What follows belongs to an exercise in optimizing a design on an open flow for small area, a short achievable clock period and few clock cycles per item; a production flow would make more cautious choices.
The RTL was checked by simulation tests, not by an equivalence proof against the original design.

`design/flow/config.mk`:
```
export PLATFORM = sky130hd
export DESIGN_NAME = alu_top
export DESIGN_NICKNAME = alu_top
export VERILOG_FILES = /design/flow/design.v
export SDC_FILE = /design/flow/constraint.sdc
export NUM_CORES = 4
export LEC_CHECK = 0
export ABC_CLOCK_PERIOD_IN_PS = 4000
export CAP_MARGIN = 20
export CORE_MARGIN = 2
export CORE_UTILIZATION = 30
export SETUP_SLACK_MARGIN = 5
export SLEW_MARGIN = 20
export TNS_END_PERCENT = 100
```
`design/flow/constraint.sdc`:
```
create_clock -name core_clock -period 11.0 [get_ports {clk}]
set_input_delay 2.2000 -clock core_clock [delete_from_list [all_inputs] [get_ports {clk}]]
set_output_delay 2.2000 -clock core_clock [all_outputs]
set_load 0.01 [all_outputs]
```
`design/flow/design.v`:
```
package alu_pkg;
    localparam int opcode_width = 6;   
    localparam int xlen_default = 32;  
    localparam logic [opcode_width-1:0] alu_add    = 6'd0;
    localparam logic [opcode_width-1:0] alu_sub    = 6'd1;
    localparam logic [opcode_width-1:0] alu_slt    = 6'd2;
    localparam logic [opcode_width-1:0] alu_sltu   = 6'd3;
    localparam logic [opcode_width-1:0] alu_xor    = 6'd4;
    localparam logic [opcode_width-1:0] alu_or     = 6'd5;
    localparam logic [opcode_width-1:0] alu_and    = 6'd6;
    localparam logic [opcode_width-1:0] alu_sll    = 6'd7;
    localparam logic [opcode_width-1:0] alu_srl    = 6'd8;
    localparam logic [opcode_width-1:0] alu_sra    = 6'd9;
    localparam logic [opcode_width-1:0] alu_mul    = 6'd10;
    localparam logic [opcode_width-1:0] alu_mulh   = 6'd11;
    localparam logic [opcode_width-1:0] alu_mulhsu = 6'd12;
    localparam logic [opcode_width-1:0] alu_mulhu  = 6'd13;
    localparam logic [opcode_width-1:0] alu_div    = 6'd14;
    localparam logic [opcode_width-1:0] alu_divu   = 6'd15;
    localparam logic [opcode_width-1:0] alu_rem    = 6'd16;
    localparam logic [opcode_width-1:0] alu_remu   = 6'd17;
    localparam logic [opcode_width-1:0] alu_lui    = 6'd18;
endpackage
`timescale 1ns/1ps
module int_alu (
    input  logic [5:0]  alucode,
    input  logic [31:0] a,
    input  logic [31:0] b,
    input  logic        norm,      
    input  logic [31:0] norm_src,
    input  logic [4:0]  norm_amt,
    output logic [31:0] result,
    output logic [31:0] sh_out
);
    function automatic logic [31:0] rev32(input logic [31:0] v);
        for (int i = 0; i < 32; i++) rev32[i] = v[31-i];
    endfunction
    logic        is_sll, is_sra, left, fill, sub;
    logic [31:0] src, rin, rsh;
    logic [4:0]  amt;
    logic [32:0] sum;
    logic        ltu, lt;
    assign is_sll = (alucode == alu_pkg::alu_sll);
    assign is_sra = (alucode == alu_pkg::alu_sra);
    assign left   = norm | is_sll;
    assign src    = norm ? norm_src : a;
    assign amt    = norm ? norm_amt : b[4:0];
    assign fill   = ~norm & is_sra & a[31];
    assign rin    = left ? rev32(src) : src;
    assign rsh    = 32'($signed({fill, rin}) >>> amt);
    assign sh_out = left ? rev32(rsh) : rsh;
    assign sub = (alucode == alu_pkg::alu_sub) | (alucode == alu_pkg::alu_slt)
               | (alucode == alu_pkg::alu_sltu);
    assign sum = {1'b0, a} + {1'b0, b ^ {32{sub}}} + {32'd0, sub};
    assign ltu = ~sum[32];
    assign lt  = (a[31] == b[31]) ? sum[31] : a[31];
    always_comb begin
        case (alucode)
            alu_pkg::alu_add,
            alu_pkg::alu_sub:  result = sum[31:0];
            alu_pkg::alu_slt:  result = {31'd0, lt};
            alu_pkg::alu_sltu: result = {31'd0, ltu};
            alu_pkg::alu_xor:  result = a ^ b;
            alu_pkg::alu_or:   result = a | b;
            alu_pkg::alu_and:  result = a & b;
            alu_pkg::alu_sll,
            alu_pkg::alu_srl,
            alu_pkg::alu_sra:  result = sh_out;
            default:           result = b;  
        endcase
    end
endmodule
`timescale 1ns/1ps
module multiplier #(
    parameter int sw = 43    
) (
    input  logic [32:0]   x,        
    input  logic [33:0]   acc_in,   
    input  logic [7:0]    y,        
    input  logic          y_prev,   
    output logic [sw-1:0] sum
);
    logic [8:0] yy;
    assign yy = {y, y_prev};
    logic [sw-1:0] row [4];
    logic [3:0]    neg;
    for (genvar i = 0; i < 4; i++) begin : g_row
        logic one, two;
        logic [33:0] mag;
        logic [sw-1:0] body;
        assign one    = yy[2*i+1] ^ yy[2*i];
        assign two    = (yy[2*i+2] & ~yy[2*i+1] & ~yy[2*i])
                      | (~yy[2*i+2] & yy[2*i+1] & yy[2*i]);
        assign neg[i] = yy[2*i+2];
        assign mag    = one ? {x[32], x} : (two ? {x, 1'b0} : 34'd0);
        assign body   = sw'({{(sw-34){mag[33] ^ neg[i]}}, mag ^ {34{neg[i]}}}) << (2 * i);
        if (i == 0) begin : g_first
            assign row[i] = body;
        end else begin : g_next
            assign row[i] = body | (sw'(neg[i-1]) << (2 * i - 2));
        end
    end
    function automatic logic [2*sw-1:0] csa(input logic [sw-1:0] p,
                                            input logic [sw-1:0] q,
                                            input logic [sw-1:0] r);
        csa = {((p & q) | (p & r) | (q & r)) << 1, p ^ q ^ r};
    endfunction
    logic [sw-1:0]   acc, last;
    logic [2*sw-1:0] l1a, l1b, l2, l3;
    assign acc  = {{(sw-34){acc_in[33]}}, acc_in};
    assign last = sw'(neg[3]) << 6;
    assign l1a = csa(row[0], row[1], row[2]);
    assign l1b = csa(row[3], acc, last);
    assign l2  = csa(l1a[sw-1:0], l1a[2*sw-1:sw], l1b[sw-1:0]);
    assign l3  = csa(l2[sw-1:0], l2[2*sw-1:sw], l1b[2*sw-1:sw]);
    assign sum = l3[sw-1:0] + l3[2*sw-1:sw];
endmodule
`timescale 1ns/1ps
module mag_clz (
    input  logic [31:0] v,
    input  logic        neg,    
    output logic [5:0]  n       
);
    logic [31:0] w;
    logic [5:0]  z;
    logic        pow2;
    assign w = neg ? ~v : v;
    always_comb begin
        z = 6'd32;
        for (int i = 0; i < 32; i++)
            if (w[i]) z = 6'(31 - i);
    end
    always_comb begin
        pow2 = 1'b1;
        for (int i = 0; i < 31; i++)
            pow2 = pow2 & (~v[i] | v[i+1]);
    end
    assign n = z - {5'd0, neg & pow2};
endmodule
`timescale 1ns/1ps
module alu_top #(
    parameter int xlen = alu_pkg::xlen_default
) (
    input  logic              clk,
    input  logic              reset,
    input  logic              valid,
    input  logic [5:0]        alucode,
    input  logic [xlen-1:0]   a,
    input  logic [xlen-1:0]   b,
    output logic [xlen-1:0]   result,
    output logic              busy
);
    localparam int sw = 43;
    typedef enum logic [2:0] {
        s_idle = 3'd0,  
        s_norm = 3'd1,  
        s_div  = 3'd2,
        s_mul  = 3'd3,
        s_fix  = 3'd4,  
        s_corr = 3'd5,  
        s_done = 3'd6   
    } state_e;
    state_e      st;
    logic [3:0]  cnt;
    logic [33:0] r;       
    logic [31:0] q;       
    logic [33:0] d;       
    logic        neg;     
    logic        neg_a;   
    logic        neg_b;   
    logic        corr;    
    logic        sel_r;   
    logic        y_prev;  
    logic is_mul, is_div, signed_div, is_quot, sa, b_zero;
    assign is_mul     = (alucode >= 6'd10) && (alucode <= 6'd13);
    assign is_div     = (alucode >= 6'd14) && (alucode <= 6'd17);
    assign signed_div = (alucode == alu_pkg::alu_div) || (alucode == alu_pkg::alu_rem);
    assign is_quot    = (alucode == alu_pkg::alu_div) || (alucode == alu_pkg::alu_divu);
    assign sa         = (alucode == alu_pkg::alu_mulh) || (alucode == alu_pkg::alu_mulhsu);
    assign b_zero     = (b == '0);
    logic in_norm, in_div, in_fix, in_corr;
    assign in_norm = (st == s_norm);
    assign in_div  = (st == s_div);
    assign in_fix  = (st == s_fix);
    assign in_corr = (st == s_corr);
    logic [35:0] x1, y1, t1, x2, y2, t2;
    logic        inv1, inv2, q1, q2;
    logic [31:0] r1;
    assign x1   = (in_div | in_corr) ? {{2{r[33]}}, r} : '0;
    assign y1   = (in_div | in_corr) ? {{2{d[33]}}, d}
                : (in_fix ? {4'd0, q} : {{2{r[33]}}, r});
    assign inv1 = in_div ? ~neg_b : ~in_corr;
    assign t1   = x1 + (y1 ^ {36{inv1}}) + {35'd0, inv1};
    assign q1   = ~t1[35];
    assign r1   = q1 ? t1[31:0] : r[31:0];
    assign x2   = in_div ? {4'd0, r1} : '0;
    assign y2   = in_div ? {{3{d[33]}}, d[33:1]} : {{2{r[33]}}, r};
    assign inv2 = ~(in_div & neg_b);
    assign t2   = x2 + (y2 ^ {36{inv2}}) + {35'd0, inv2};
    assign q2   = ~t2[35];
    logic [5:0] za, zb, sdiff;
    logic       qzero;
    mag_clz u_clz_a (.v(r[31:0]), .neg(neg_a), .n(za));
    mag_clz u_clz_b (.v(d[31:0]), .neg(neg_b), .n(zb));
    assign sdiff = zb - za;
    assign qzero = zb < za;
    logic [31:0] alu_res, sh_out;
    logic [32:0] d_al;
    int_alu u_int_alu (
        .alucode  (alucode),
        .a        (a),
        .b        (b),
        .norm     (in_norm),
        .norm_src (d[31:0]),
        .norm_amt (sdiff[4:0]),
        .result   (alu_res),
        .sh_out   (sh_out)
    );
    assign d_al = {neg_b, sh_out};  
    logic [sw-1:0] m_sum;
    multiplier #(.sw(sw)) u_multiplier (
        .x      (d[32:0]),
        .acc_in (r),
        .y      (q[7:0]),
        .y_prev (y_prev),
        .sum    (m_sum)
    );
    always_ff @(posedge clk or negedge reset) begin
        if (!reset) begin
            st  <= s_idle;
            cnt <= '0;
        end else begin
            case (st)
                s_idle: if (valid) begin
                    cnt <= 4'd3;
                    if (is_mul)
                        st <= s_mul;
                    else if (is_div & ~b_zero)
                        st <= s_norm;
                    else
                        st <= s_done;
                end
                s_norm: begin
                    st  <= qzero ? (neg ? s_fix : s_done) : s_div;
                    cnt <= 4'(sdiff[4:1]);
                end
                s_div: begin
                    if (cnt == '0) st <= neg ? s_fix : s_done;
                    cnt <= cnt - 1'b1;
                end
                s_mul: begin
                    if (cnt == '0) st <= corr ? s_corr : s_done;
                    cnt <= cnt - 1'b1;
                end
                s_fix, s_corr: st <= s_done;
                default:       st <= s_idle;  
            endcase
        end
    end
    always_ff @(posedge clk) begin
        case (st)
            s_idle: if (valid) begin
                neg    <= is_div & ~b_zero & signed_div
                        & (is_quot ? (a[31] ^ b[31]) : a[31]);
                neg_a  <= signed_div & a[31];
                neg_b  <= signed_div & b[31];
                corr   <= ((alucode == alu_pkg::alu_mulhu) || (alucode == alu_pkg::alu_mulhsu))
                        & b[31];
                sel_r  <= (is_mul & (alucode != alu_pkg::alu_mul)) | (is_div & ~is_quot);
                y_prev <= 1'b0;
                if (is_mul) begin
                    r <= '0;
                    d <= {{2{sa & a[31]}}, a};
                    q <= b;
                end else if (is_div) begin
                    r <= {{2{signed_div & a[31] & ~b_zero}}, a};
                    d <= {{2{signed_div & b[31]}}, b};
                    q <= b_zero ? '1 : '0;
                end else begin
                    q <= alu_res;
                end
            end
            s_norm: begin
                if (neg_a) r <= t1[33:0];
                d <= sdiff[0] ? {d_al[32], d_al} : {d_al, 1'b0};
            end
            s_div: begin
                r <= {2'b0, q2 ? t2[31:0] : r1};
                d <= {{2{d[33]}}, d[33:2]};
                q <= {q[29:0], q1, q2};
            end
            s_mul: begin
                y_prev <= q[7];
                r      <= m_sum[41:8];
                q      <= {m_sum[7:0], q[31:8]};
            end
            s_fix: begin
                q <= t1[31:0];
                r <= t2[33:0];
            end
            s_corr: r <= t1[33:0];
            default: ;
        endcase
    end
    assign result = sel_r ? r[31:0] : q;
    assign busy   = valid & (st != s_done);
endmodule
```
`design/flow/run.sh`:
```
#!/bin/bash
# synth_recipe.tcl (not shown) runs the flow's synth.tcl, then flattens the netlist and writes it again
# the make line also repeats each setting of config.mk as NAME=value (left out here)
make -C /OpenROAD-flow-scripts/flow DESIGN_CONFIG=/design/flow/config.mk WORK_HOME=/design/flow/orfs CLKGATE_MAP_FILE= SYNTH_SCRIPT=/design/flow/synth_recipe.tcl finish
```
==> notes.md <==
Insertion delay to the later sink of the worst-skew pair: 0.45 ns
Die area: 110000 µm²
Min-Delay Startpoint: cnt[1]$_DFFE_PN0P_
Count of clock tree sinks: 113
Antenna violations before repair: 7
Number of nets with antenna violations after detailed routing: 0
Clock root buffer master: sky130_fd_sc_hd__clkbuf_16
Outcome: complete, no violations
Vias: 39600
Count of port buffers added during placement: 105
Post-detailed-placement cell area: 34900 µm²
Crit-path most repeated cell: sky130_fd_sc_hd__a21o_1
Worst max-slew margin expressed relative to the limit: 0.195
Nets@finish: 5224
Leading post-synthesis cells by cell area: sky130_fd_sc_hd__edfxtp_1 (9.9%), sky130_fd_sc_hd__ha_1 (9.8%), sky130_fd_sc_hd__a21oi_1 (7.8%)
Final worst path period need: 7.47 ns
Clock transition at the registers of the reported paths: 0.06 ns
Worst Max-Slew Pin Slew: 1.20 ns
Detailed-route wire length: 192 mm
# rows: 120
Cell with the largest stage delay on the worst path: sky130_fd_sc_hd__dfrtp_4
Worst hold path class: reg2reg
Total track usage: 0.328
Number of top-level pins: 106
Synth Instances: 4638
Sequential fraction of the synthesis area: 0.104
Level count of the clock H-tree: 4
Drt initial violations: 5933
Via/cell ratio: 6.39
Post-synthesis register bit count: 113
Required time worst endpoint: 11.15 ns
Initial Util: 0.302
Remaining global-route overflow: 0
Async SR Flop Fraction: 0.0619
Fmax: 134 MHz
Instance count along the most critical hold path: 2
Average cell area after synthesis: 6.95 µm²
First-pass GRT wire length: 266 mm
Cells on worst reg2reg path: 33
Reg-to-reg critical path startpoint: st[2]$_DFFE_PN0P_
Largest fanout on the critical path: 8
Slack of the worst reg-to-reg path: 3.53 ns
Number of distinct library cells after synthesis: 97
Average wire length per cell after detail routing: 30.9 µm
Die extent in y: 332 µm
Design area: 41600 µm²
Drt pass-1 iters: 8
CTS tree: done
Top cells by count, synth: sky130_fd_sc_hd__nor2_1 (565), sky130_fd_sc_hd__a21oi_1 (501), sky130_fd_sc_hd__nand2_1 (459)
Library cell with the highest instance count after synthesis: sky130_fd_sc_hd__nor2_1
Fraction of the cycle the final worst path needs: 0.679
Synthesized Nets: 5075
Count of endpoints failing setup in the final report: 0
Synth Cell Area: 32200 µm²
Largest net degree at the start of global routing: 77
Critical path capture point type: flop
Remaining routing DRC violations: 0
Crit path arrival time: 7.62 ns
Hold Crit Endpoint: cnt[1]$_DFFE_PN0P_
RSZ-0062 raised after global routing: true
Main flop type after synthesis: sky130_fd_sc_hd__edfxtp_1
Maximum single-stage delay on the critical path: 0.54 ns
Vias in the first global route: 36100
Syn-to-layout area delta: 29.0%
RR Endpoint: r[17]$_DFFE_PP_
Number of max-capacitance violations reported: 0
Number of buffer and inverter instances along the worst setup path: 2
Clock skew after layout: 0.0217 ns
Final slew viol count: 0
Share of the core filled with cells in the final layout: 0.389
Warnings, synthesis: 5
Delay-heaviest family, CP: compound AO/OA/AOI/OAI gates
Final setup TNS: 0 ns
Clock buffer count from CTS: 17
Chip width: 332 µm
Number of synthesized flops with an enable pin: 106
Top-area cell type share of the netlist area: 0.0988
Largest area contributor in the netlist: sky130_fd_sc_hd__edfxtp_1
Final hold viol count: 0
Core region area: 107000 µm²
Half-perimeter wire length of the detailed placement result: 136 mm
Buffer depth of the longest clock path: 2
Worst setup path class: reg2reg
Proportion of layout cells with a drive suffix above 1: 0.211
Startpoint class of the critical path: flop
Routability cong.: 1.06
Final worst hold slack: 0.544 ns
-- cell families (layout without fill, tap and decap cells) --
family | Yosys count | after routing | synth area share
multiplexers | 213 | 214 | 0.0691
XOR/XNOR | 226 | 226 | 0.0614
other | 0 | 1 | 0
adder cells (fa/ha/maj) | 364 | 364 | 0.167
AND/OR/NAND/NOR | 1379 | 1386 | 0.186
AO/OA/AOI/OAI | 1559 | 1559 | 0.320
flip-flops | 113 | 113 | 0.104
buffers and inverters | 784 | 938 | 0.0924
-- repair_timing --
item,in CTS,in global routing
hold buffers,0,0
pin swaps,163,188
gates cloned,12,2
setup endpoints to repair,99,98
resized for setup,464,254
setup buffers,176,102
-- sequential cells by signal, summed over array words and instances, names as in the netlist --
register and flops:
cnt 4, corr 1, d 34, neg 1, neg_a 1, neg_b 1
q 32, r 34, sel_r 1, st 3, y_prev 1
-- how the worst max path moves through the flow --
| stage | from | to | slack, ns | depth (start not counted) |
|---|---|---|---|---|
| 3_5_place_dp | st[2]$_DFFE_PN0P_ | r[18]$_DFFE_PP_ | 1.90 | 30 |
| 3_3_place_gp | st[2]$_DFFE_PN0P_ | r[18]$_DFFE_PP_ | 2.07 | 30 |
| 5_1_grt | st[0]$_DFFE_PN0P_ | r[0]$_DFFE_PP_ | 3.34 | 39 |
| 2_1_floorplan | st[2]$_DFFE_PN0P_ | r[28]$_DFFE_PP_ | 4.07 | 36 |
| 4_1_cts | st[0]$_DFFE_PN0P_ | r[3]$_DFFE_PP_ | 3.72 | 36 |
| 6_report | st[2]$_DFFE_PN0P_ | r[17]$_DFFE_PP_ | 3.53 | 33 |
-- layout make-up --
class	count	area, µm²
sequential	113	3370
fill	10900	65200
clock buffer	17	425
inverter	368	1400
antenna	1	2.50
tap	1403	1760
timing repair buffer	538	5190
multi-input combinational	3749	29300
clock inverter	15	160
-- cells in the final DEF (no fill, tap or decap), types with 30 or more instances in the layout --
| cell | instances |
|---|---|
| sky130_fd_sc_hd__inv_1 | 357 |
| sky130_fd_sc_hd__buf_12 | 30 |
| sky130_fd_sc_hd__nand2_1 | 440 |
| sky130_fd_sc_hd__a21oi_4 | 31 |
| sky130_fd_sc_hd__buf_4 | 310 |
| sky130_fd_sc_hd__a21o_1 | 95 |
| sky130_fd_sc_hd__ha_1 | 230 |
| sky130_fd_sc_hd__o221ai_1 | 32 |
| sky130_fd_sc_hd__edfxtp_1 | 106 |
| sky130_fd_sc_hd__fa_1 | 109 |
| sky130_fd_sc_hd__and2_1 | 36 |
| sky130_fd_sc_hd__o22ai_1 | 32 |
| sky130_fd_sc_hd__nor2_1 | 521 |
| sky130_fd_sc_hd__o211ai_1 | 30 |
| sky130_fd_sc_hd__a211oi_1 | 105 |
| sky130_fd_sc_hd__xor2_1 | 44 |
| sky130_fd_sc_hd__mux2i_4 | 37 |
| sky130_fd_sc_hd__clkdlybuf4s50_1 | 104 |
| sky130_fd_sc_hd__mux2i_1 | 93 |
| sky130_fd_sc_hd__a31oi_1 | 56 |
| sky130_fd_sc_hd__a21oi_2 | 54 |
| sky130_fd_sc_hd__nor3_1 | 47 |
| sky130_fd_sc_hd__a221oi_1 | 148 |
| sky130_fd_sc_hd__a21oi_1 | 417 |
| sky130_fd_sc_hd__mux2_2 | 50 |
| sky130_fd_sc_hd__xnor2_1 | 160 |
| sky130_fd_sc_hd__o21ai_0 | 184 |
| sky130_fd_sc_hd__o21ai_1 | 33 |
| sky130_fd_sc_hd__o21bai_1 | 31 |
| sky130_fd_sc_hd__buf_6 | 76 |
| sky130_fd_sc_hd__nand3_1 | 64 |
-- per-layer routing --
layer	part of all wire	track usage	wire, µm	vias up
met3	0.13	0.0868	24000	743
li1	-	-	-	16900
met2	0.40	0.473	77300	2849
met4	0.089	0.231	17000	8
met5	0.00028	0	54	-
met1	0.38	0.424	73300	19100
-- stage by stage --
| step | worst slack [ns] | cells |
|---|---|---|
| finish | 3.53 | 6204 |
| global route | 3.34 | 6204 |
| CTS | 3.72 | 6099 |
| detailed placement | 1.90 | 5879 |
| global placement | 2.07 | 5878 |
| floorplan | 4.07 | 4638 |
-- worst min-delay path, delay by kind of cell, from the launching register on --
kind,cells,cell delay (ns)
AOI/OAI and AO/OA,1,0.06
DFF,1,0.38
buffers and inverters,1,0.07
Testbench counts, summed over its fixed seeds: cycles 111,914, ops 24,000.

[port drivers added, routing unchanged]
In the flow no input, the clock included, has a driving cell. The finished layout below was timed again as built, in two steps. Step 1 assumes that a clkbuf_16 drives the clock port and a buf_2 every other input. Step 2, shift: input delay + t, output delay - t, t = (earliest + latest rising clock arrival at the registers) / 2. This alone moves slack from input paths to output paths. a / b / c = no drivers / after step 1 / after step 2; a / b = the first two.
t, ns: 0.496
setup slack, ns: 3.527 / 3.527 / 3.320
worst hold slack (ns): 0.544 / 0.544 / 0.544
worst setup path after step 2: input to register
cell pins on the clock port's net: 1
After both steps setup and hold are still met in this run. For this run, drivers alone change the setup slack by 0.000 ns; drivers and shift together by -0.207 ns.
